Source: an optimization exercise on an open RTL-to-GDS flow (aim: small area). Production flows keep margins and buffers that such runs may drop. At most, simulation tests tie the RTL to the original design; equivalence was not proved. Power figures rest on the tool's default switching activity, not on a simulated workload.

Design dac_spi_rx, start of the top module:
module dac_spi_rx #(
  parameter int SYNC_STAGES = 2,
  parameter int NBITS       = 24,
  parameter int NCH         = 16
) (
  input  logic        clk,
  input  logic        rst,
  input  logic        spi_sync,
  input  logic        spi_sclk,
  input  logic        spi_data,
  input  logic [3:0]  rd_addr,
  output logic [15:0] rd_data,
  output logic        rx_valid,
  output logic [3:0]  rx_comm,
  output logic [3:0]  rx_addr,
  output logic [15:0] rx_data,
  output logic        frame_err,
  output logic        busy
);
  logic sync_s, sync_rise, sync_fall;
  logic sclk_s, sclk_rise, sclk_fall;
  logic data_s, data_rise, data_fall;
  logic unused_edges;
  spi_in_sync #(.STAGES(SYNC_STAGES), .RST_VAL(1'b1)) u_sync_sync (
    .clk(clk), .rst(rst), .din(spi_sync), .dout(sync_s), .rise(sync_rise), .fall(sync_fall));
  spi_in_sync #(.STAGES(SYNC_STAGES), .RST_VAL(1'b1)) u_sclk_sync (
    .clk(clk), .rst(rst), .din(spi_sclk), .dout(sclk_s), .rise(sclk_rise), .fall(sclk_fall));
  spi_in_sync #(.STAGES(SYNC_STAGES), .RST_VAL(1'b0)) u_data_sync (
    .clk(clk), .rst(rst), .din(spi_data), .dout(data_s), .rise(data_rise), .fall(data_fall));
  assign unused_edges = ^{sync_s, sclk_s, sclk_rise, data_rise, data_fall};
  dac_spi_pkg::rx_state_e                 state_q, state_d;
  ...
Size: about 1100 cells after synthesis, ~580 flip-flops, about 52 I/O pins, ~18000 µm² of cells after synthesis.
export LEC_CHECK = 0
export CAP_MARGIN = 20
export CORE_MARGIN = 2
export CORE_UTILIZATION = 40
export GPL_TIMING_DRIVEN = 0
export SLEW_MARGIN = 20
create_clock -name core_clock -period 5.0 [get_ports {clk}]
standard.sh (not shown) runs the stock make flow with config.mk's settings and CLKGATE_MAP_FILE= SYNTH_SCRIPT=/design/flow/synth_recipe.tcl, a recipe that flattens the netlist after the stock synthesis.
==> flow/flow/run.sh <==
#!/bin/bash
# Own layout flow: the standard synthesis, then the standard ORFS steps with:
#  - port buffers of a plain buffer cell (sky130_fd_sc_hd__buf_2) that the resizer may resize
#    freely (MATCH_CELL_FOOTPRINT=0), instead of a delay-buffer footprint,
#  - clock tree synthesis with small clock buffers and small sink clusters, and no dummy
#    balancing loads.
# Each tool's output goes to synth.log / layout.log in the work folder.
set -euo pipefail
cd "$(dirname "$0")/.."
bash standard.sh synth > synth.log 2>&1
bash standard.sh \
  "BUFFER_PORTS_ARGS=-buffer_cell sky130_fd_sc_hd__buf_2" \
  "CTS_ARGS=-sink_clustering_enable -repair_clock_nets -sink_clustering_size 8 -sink_clustering_max_diameter 25 -buf_list {sky130_fd_sc_hd__clkbuf_2 sky130_fd_sc_hd__clkbuf_4 sky130_fd_sc_hd__clkbuf_8} -dont_use_dummy_load" \
  "MATCH_CELL_FOOTPRINT=0" \
  finish > layout.log 2>&1
The baseline finished with timing, DRC and antenna clean.
==> next run, changes <==
--- a/flow/flow/run.sh
+++ b/flow/flow/run.sh
@@ -10,6 +10,6 @@
 bash standard.sh synth > synth.log 2>&1
 bash standard.sh \
-  "BUFFER_PORTS_ARGS=-buffer_cell sky130_fd_sc_hd__buf_2" \
-  "CTS_ARGS=-sink_clustering_enable -repair_clock_nets -sink_clustering_size 8 -sink_clustering_max_diameter 25 -buf_list {sky130_fd_sc_hd__clkbuf_2 sky130_fd_sc_hd__clkbuf_4 sky130_fd_sc_hd__clkbuf_8} -dont_use_dummy_load" \
+  "BUFFER_PORTS_ARGS=-buffer_cell sky130_fd_sc_hd__buf_1" \
+  "CTS_ARGS=-sink_clustering_enable -repair_clock_nets -sink_clustering_size 10 -sink_clustering_max_diameter 30 -buf_list {sky130_fd_sc_hd__clkbuf_4} -dont_use_dummy_load" \
   "MATCH_CELL_FOOTPRINT=0" \
   finish > layout.log 2>&1
CORE_UTILIZATION = 60   (was 40)
SETUP_SLACK_MARGIN = -0.1   (was unset)
Register-to-register slack gets better by 0.34 ns.
Power is lower by 15%.
Via count is lower by 2.1%.
Setup slack gets worse by 0.043 ns.
Non-clock buffer count is unchanged.
First-iteration DRC count is lower by 15%.
Fmax is lower by 0.87%.
Routed wire length is lower by 6.8%.
Combinational power is lower by 6.5%.
Die area is lower by 33%.
Count of clock-buffer cells in the layout is lower by 15.
==> next run, changes <==
--- a/flow/flow/run.sh
+++ b/flow/flow/run.sh
@@ -10,5 +10,5 @@
 bash standard.sh synth > synth.log 2>&1
 bash standard.sh \
-  "BUFFER_PORTS_ARGS=-buffer_cell sky130_fd_sc_hd__buf_1" \
+  "BUFFER_PORTS_ARGS=-buffer_cell sky130_fd_sc_hd__buf_2" \
   "CTS_ARGS=-sink_clustering_enable -repair_clock_nets -sink_clustering_size 10 -sink_clustering_max_diameter 30 -buf_list {sky130_fd_sc_hd__clkbuf_4} -dont_use_dummy_load" \
   "MATCH_CELL_FOOTPRINT=0" \
CORE_UTILIZATION = 40   (was 60)
SETUP_SLACK_MARGIN = unset   (was -0.1)
=> The changed run went through all stages and came out clean. Critical path depth rose by 4. Clock-buffer cell count drops by 8. Synthesized cell count is unchanged. Final area grows by 2.2%. Fmax climbs by 1.0%. Non-clock buffer count goes up by 6. Setup slack gains 0.050 ns. Die area rose by 49%. Total power is lower by 0.51%. Global-route usage goes down by 8.0 points.
==> next run, changes <==
==> flow/flow/run.sh (replaced) <==
#!/bin/bash
# Own layout flow: the standard synthesis and ORFS steps, with three changes:
#  - port buffers use a small buffer cell instead of the default one,
#  - clock tree synthesis inserts no dummy balancing loads,
#  - after global routing, repair_timing recovers area on paths with positive slack.
set -euo pipefail
cd "$(dirname "$0")/.."
bash standard.sh synth > synth.log 2>&1
bash standard.sh \
  "BUFFER_PORTS_ARGS=-buffer_cell sky130_fd_sc_hd__buf_2" \
  "CTS_ARGS=-sink_clustering_enable -repair_clock_nets -sink_clustering_size 40 -sink_clustering_max_diameter 60 -buf_list sky130_fd_sc_hd__clkbuf_16 -dont_use_dummy_load" \
  "RECOVER_POWER=100" \
  finish > layout.log 2>&1
Result: The changed run finished but fails on max-capacitance violations, max-slew violations; setup slack got worse by 0.025 ns; clock skew fell by 0.040 ns; design area rose by 0.89%; die area stays the same; first-iteration DRC count rose by 3.9%; sequential power barely changes.

========
Another version of the RTL of dac_spi_rx (not shown whole).
==> flow/config.mk <==
export PLATFORM = sky130hd
export DESIGN_NAME = dac_spi_rx
export DESIGN_NICKNAME = dac_spi_rx
export VERILOG_FILES = /design/flow/design.v
export SDC_FILE = /design/flow/constraint.sdc
export NUM_CORES = 4
export LEC_CHECK = 0
export CAP_MARGIN = 20
export CORE_MARGIN = 2
export CORE_UTILIZATION = 60
export GPL_TIMING_DRIVEN = 1
export SLEW_MARGIN = 20
export SYNTH_HIERARCHICAL = 1
export SYNTH_MINIMUM_KEEP_SIZE = 0
==> flow/constraint.sdc <==
create_clock -name core_clock -period 5.0 [get_ports {clk}]
set_input_delay 1.0000 -clock core_clock [delete_from_list [all_inputs] [get_ports {clk}]]
set_output_delay 1.0000 -clock core_clock [all_outputs]
set_load 0.01 [all_outputs]
==> flow/flow/run.sh <==
#!/bin/bash
# Own layout flow: the standard synthesis, then the standard ORFS steps with:
#  - port buffers of a plain buffer cell (sky130_fd_sc_hd__buf_1) that the resizer may resize
#    freely (MATCH_CELL_FOOTPRINT=0), instead of a delay-buffer footprint,
#  - clock tree synthesis with small clock buffers and small sink clusters, and no dummy
#    balancing loads.
# Each tool's output goes to synth.log / layout.log in the work folder.
set -euo pipefail
cd "$(dirname "$0")/.."
bash standard.sh synth > synth.log 2>&1
bash standard.sh \
  "BUFFER_PORTS_ARGS=-buffer_cell sky130_fd_sc_hd__buf_1" \
  "CTS_ARGS=-sink_clustering_enable -repair_clock_nets -sink_clustering_size 10 -sink_clustering_max_diameter 30 -buf_list {sky130_fd_sc_hd__clkbuf_4} -dont_use_dummy_load" \
  "MATCH_CELL_FOOTPRINT=0" \
  finish > layout.log 2>&1
The baseline reached the layout checks and failed them: setup timing.
Rerun with:
GPL_TIMING_DRIVEN = 0   (was 1)
The new run finished but fails on setup timing.
Wire length goes up by a few percent.
Global-route usage goes up by 0.86 points.
Combinational power goes up by a few percent.
Worst setup slack got worse by 130 ps.
Worst hold slack got worse by 56 ps.
Non-clock buffer count goes down by 28.
Utilization goes down by 0.41 points.
Via count goes up slightly.
Flip-flop and latch count does not change.
Design area goes down slightly.
No functional check of the RTL was part of any run of this note.

========
## willow
Another version of the RTL of dac_spi_rx (not shown whole).
Size in the first run: roughly 52 I/O pins, ~17000 um2 of cells after synthesis.
==> flow/config.mk <==
export PLATFORM = sky130hd
export DESIGN_NAME = dac_spi_rx
export DESIGN_NICKNAME = dac_spi_rx
export VERILOG_FILES = /design/flow/design.v
export SDC_FILE = /design/flow/constraint.sdc
export NUM_CORES = 4
export LEC_CHECK = 0
export CAP_MARGIN = 20
export CORE_MARGIN = 2
export CORE_UTILIZATION = 40
export GPL_TIMING_DRIVEN = 0
export SETUP_SLACK_MARGIN = -0.1
export SLEW_MARGIN = 20
export SYNTH_HIERARCHICAL = 1
export SYNTH_MINIMUM_KEEP_SIZE = 0
==> flow/constraint.sdc <==
create_clock -name core_clock -period 5.0 [get_ports {clk}]
set_input_delay 1.0000 -clock core_clock [delete_from_list [all_inputs] [get_ports {clk}]]
set_output_delay 1.0000 -clock core_clock [all_outputs]
set_load 0.01 [all_outputs]
==> flow/flow/run.sh <==
#!/bin/bash
# Own layout flow: the standard synthesis, then the standard ORFS steps with:
#  - port buffers of a plain buffer cell (sky130_fd_sc_hd__buf_1) that the resizer may resize
#    freely (MATCH_CELL_FOOTPRINT=0), instead of a delay-buffer footprint,
#  - clock tree synthesis with small clock buffers and small sink clusters, and no dummy
#    balancing loads.
# Each tool's output goes to synth.log / layout.log in the work folder.
set -euo pipefail
cd "$(dirname "$0")/.."
bash standard.sh synth > synth.log 2>&1
bash standard.sh \
  "BUFFER_PORTS_ARGS=-buffer_cell sky130_fd_sc_hd__buf_1" \
  "CTS_ARGS=-sink_clustering_enable -repair_clock_nets -sink_clustering_size 12 -sink_clustering_max_diameter 30 -buf_list {sky130_fd_sc_hd__clkbuf_4} -dont_use_dummy_load" \
  "MATCH_CELL_FOOTPRINT=0" \
  finish > layout.log 2>&1
[inputs] nickel vs willow
- PLACE_DENSITY: unset -> 0.75
Results
[compare] base=willow new=nickel: clock skew now sits higher; tightest slew margin relative to the limit now sits lower; proportion of cell area occupied by multi-input gates now sits higher; area fraction of clock buffers and clock inverters now sits lower. On time the final worst path needs with I/O delays and setup, nickel and willow are neck and neck. There was hardly any difference in highest clock rate between nickel and willow. nickel -> willow: worst setup margin flat. Diff willow -> nickel | routed wire length | decrease of about 2.7%. Taking willow as the reference point, the via count of nickel rises by about 1.5%.
--- input diff nickel..zinc ---
- removing SETUP_SLACK_MARGIN (formerly -0.1)
- removing PLACE_DENSITY (formerly 0.75)
--- a/flow/flow/run.sh
+++ b/flow/flow/run.sh
@@ -13 +13 @@
-  "CTS_ARGS=-sink_clustering_enable -repair_clock_nets -sink_clustering_size 12 -sink_clustering_max_diameter 30 -buf_list {sky130_fd_sc_hd__clkbuf_4} -dont_use_dummy_load" \
+  "CTS_ARGS=-sink_clustering_enable -repair_clock_nets -sink_clustering_size 10 -sink_clustering_max_diameter 30 -buf_list {sky130_fd_sc_hd__clkbuf_4} -dont_use_dummy_load" \
[summary]
Between zinc and nickel, it is zinc whose met3 wirelength from detailed routing is lower, by 26%. Between nickel and zinc, the fraction of power spent switching nets does not differ in any meaningful way. Launching instance or port of the critical path = phi_q[0]: zinc; launching instance or port of the critical path = rd_addr[1]: nickel. Summary: with nickel as the reference, total power in zinc moved up by a few percent.
[inputs] delta vs zinc
- an added SETUP_SLACK_MARGIN of -0.1
--- a/flow/flow/run.sh
+++ b/flow/flow/run.sh
@@ -13 +13 @@
-  "CTS_ARGS=-sink_clustering_enable -repair_clock_nets -sink_clustering_size 10 -sink_clustering_max_diameter 30 -buf_list {sky130_fd_sc_hd__clkbuf_4} -dont_use_dummy_load" \
+  "CTS_ARGS=-sink_clustering_enable -repair_clock_nets -sink_clustering_size 12 -sink_clustering_max_diameter 25 -buf_list {sky130_fd_sc_hd__clkbuf_4} -dont_use_dummy_load" \
[summary]
Final cell area: delta above zinc. Looking at critical path depth, delta sits 3 above zinc. On largest incremental delay on the critical path: between zinc and delta, it ends up lower for delta. In delta the power density over cell area turned out 10 nW/um2 higher than in zinc.

========
RTL: one of the versions met above, not the one the previous note started from.
Size in the first run: roughly 1100 cells after synthesis, roughly 52 I/O pins, roughly 18000 um2 of cells after synthesis.
Settings: LEC_CHECK=0, CAP_MARGIN=20, CORE_MARGIN=2, CORE_UTILIZATION=70, CTS_BUF_LIST=sky130_fd_sc_hd__clkbuf_16, CTS_CLUSTER_DIAMETER=60, CTS_CLUSTER_SIZE=40, GPL_TIMING_DRIVEN=0, PLACE_DENSITY=0.8, SLEW_MARGIN=20; clock period 5.0 ns.
run.sh (not shown) runs the stock make flow with config.mk's settings and CLKGATE_MAP_FILE= SYNTH_SCRIPT=/design/flow/synth_recipe.tcl, a recipe that flattens the netlist after the stock synthesis.
Stock flow here: none of the scripts above is used.
The starting point passed the timing, design-rule and antenna checks.
Next try:
==> flow/flow/run.sh (new file) <==
#!/bin/bash
# Own layout flow: the standard synthesis and ORFS steps, with three changes:
#  - port buffers use a small buffer cell instead of the default one,
#  - clock tree synthesis inserts no dummy balancing loads,
#  - after global routing, repair_timing recovers area on paths with positive slack.
set -euo pipefail
cd "$(dirname "$0")/.."
bash standard.sh synth > synth.log 2>&1
bash standard.sh \
  "BUFFER_PORTS_ARGS=-buffer_cell sky130_fd_sc_hd__buf_2" \
  "CTS_ARGS=-sink_clustering_enable -repair_clock_nets -sink_clustering_size 60 -sink_clustering_max_diameter 60 -buf_list sky130_fd_sc_hd__clkbuf_16 -dont_use_dummy_load" \
  "MATCH_CELL_FOOTPRINT=0" \
  finish > layout.log 2>&1
==> flow/standard.sh (new file) <==
#!/bin/bash
# synth_recipe.tcl (not shown) runs the flow's synth.tcl, then flattens the netlist and writes it again
# the make line also repeats each setting of config.mk as NAME=value (left out here)
make -C /OpenROAD-flow-scripts/flow DESIGN_CONFIG=/design/flow/config.mk WORK_HOME=/design/flow/orfs CLKGATE_MAP_FILE= SYNTH_SCRIPT=/design/flow/synth_recipe.tcl "${@:-finish}"
--- a/flow/config.mk
+++ b/flow/config.mk
@@ -9,8 +9,4 @@
 export CORE_MARGIN = 2
-export CORE_UTILIZATION = 70
-export CTS_BUF_LIST = sky130_fd_sc_hd__clkbuf_16
-export CTS_CLUSTER_DIAMETER = 60
-export CTS_CLUSTER_SIZE = 40
+export CORE_UTILIZATION = 40
 export GPL_TIMING_DRIVEN = 0
-export PLACE_DENSITY = 0.8
 export SLEW_MARGIN = 20
removed: flow/run.sh
The new run finished clean.
Final area falls by about 2.3%.
Die area rises by about 70%.
Wire length rises by about 3.3%.
Count of clock-buffer cells in the layout falls by 3.
Synthesized area is unchanged.
Critical path depth rises by 2.
Final cell count rises by 14%.
Utilization falls by 37 points.
Next try:
--- a/flow/flow/run.sh
+++ b/flow/flow/run.sh
@@ -10,3 +10,3 @@
   "BUFFER_PORTS_ARGS=-buffer_cell sky130_fd_sc_hd__buf_2" \
-  "CTS_ARGS=-sink_clustering_enable -repair_clock_nets -sink_clustering_size 60 -sink_clustering_max_diameter 60 -buf_list sky130_fd_sc_hd__clkbuf_16 -dont_use_dummy_load" \
+  "CTS_ARGS=-sink_clustering_enable -repair_clock_nets -sink_clustering_size 10 -sink_clustering_max_diameter 30 -buf_list {sky130_fd_sc_hd__clkbuf_4} -dont_use_dummy_load" \
   "MATCH_CELL_FOOTPRINT=0" \
After rerunning: Sequential cell count does not change; setup slack gets worse by 0.0047 ns; non-clock buffer count rose by 4; power is lower by 4.4%; cell count grows by 3.5%; global-route usage rose by 0.48 points.
Next try:
--- a/flow/flow/run.sh
+++ b/flow/flow/run.sh
@@ -1,6 +1,8 @@
 #!/bin/bash
-# Own layout flow: the standard synthesis and ORFS steps, with three changes:
-#  - port buffers use a small buffer cell instead of the default one,
-#  - clock tree synthesis inserts no dummy balancing loads,
-#  - after global routing, repair_timing recovers area on paths with positive slack.
+# Own layout flow: the standard synthesis, then the standard ORFS steps with:
+#  - port buffers of a plain buffer cell (sky130_fd_sc_hd__buf_2) that the resizer may resize
+#    freely (MATCH_CELL_FOOTPRINT=0), instead of a delay-buffer footprint,
+#  - clock tree synthesis with small clock buffers and small sink clusters, and no dummy
+#    balancing loads.
+# Each tool's output goes to synth.log / layout.log in the work folder.
 set -euo pipefail
--- a/flow/config.mk
+++ b/flow/config.mk
@@ -9,3 +9,3 @@
 export CORE_MARGIN = 2
-export CORE_UTILIZATION = 40
+export CORE_UTILIZATION = 60
 export GPL_TIMING_DRIVEN = 0
Result:
- die area is lower by 33%
- power climbs by about 0.56%
- via count barely changes
- worst setup slack degrades by 0.0051 ns
- routed wire length goes down by 6.3%
- area after synthesis does not change
- first-iteration DRC count went up by about 10%

[port drivers added, routing unchanged]
The results above use ideal ports. As a check the final layouts listed here were re-extracted and re-timed, cells and wires unchanged. Step 1 assumes that a clkbuf_16 drives the clock port and a buf_2 every other input. Step 2 times the ports against the registers' clock, not the clock port: input delays grow and output delays shrink by t, the midpoint of the rising clock arrivals with the driver on. Slacks: ideal / step 1 / step 2; pairs: ideal / step 1.
run	t (ns)	slack for setup (ns)	cell pins on the clock port's net
the first run of note 1	0.684	0.137 / 0.113 / 0.115	1
the second run of note 1	0.754	0.095 / 0.050 / 0.050	1
the third run of note 1	0.821	0.145 / 0.123 / 0.123	1
the fourth run of note 1	0.579	0.120 / 0.096 / 0.096	1
the first run of note 2	0.729	-0.238 / -0.285 / -0.189	1
the second run of note 2	0.747	-0.363 / -0.408 / -0.316	1
willow	0.793	0.118 / 0.096 / 0.096	1
nickel	0.748	0.118 / 0.088 / 0.088	1
zinc	0.788	0.189 / 0.143 / 0.209	1
delta	0.820	0.126 / 0.100 / 0.104	1
the first run of note 4	0.587	0.074 / 0.024 / 0.070	1
the second run of note 4	0.580	0.149 / 0.124 / 0.127	1
the third run of note 4	0.821	0.145 / 0.123 / 0.123	1
the fourth run of note 4	0.761	0.140 / 0.103 / 0.103	1
The setup slack of the second run of note 1, which loses most, moves by -0.045 ns with the drivers and by -0.045 ns with both steps.
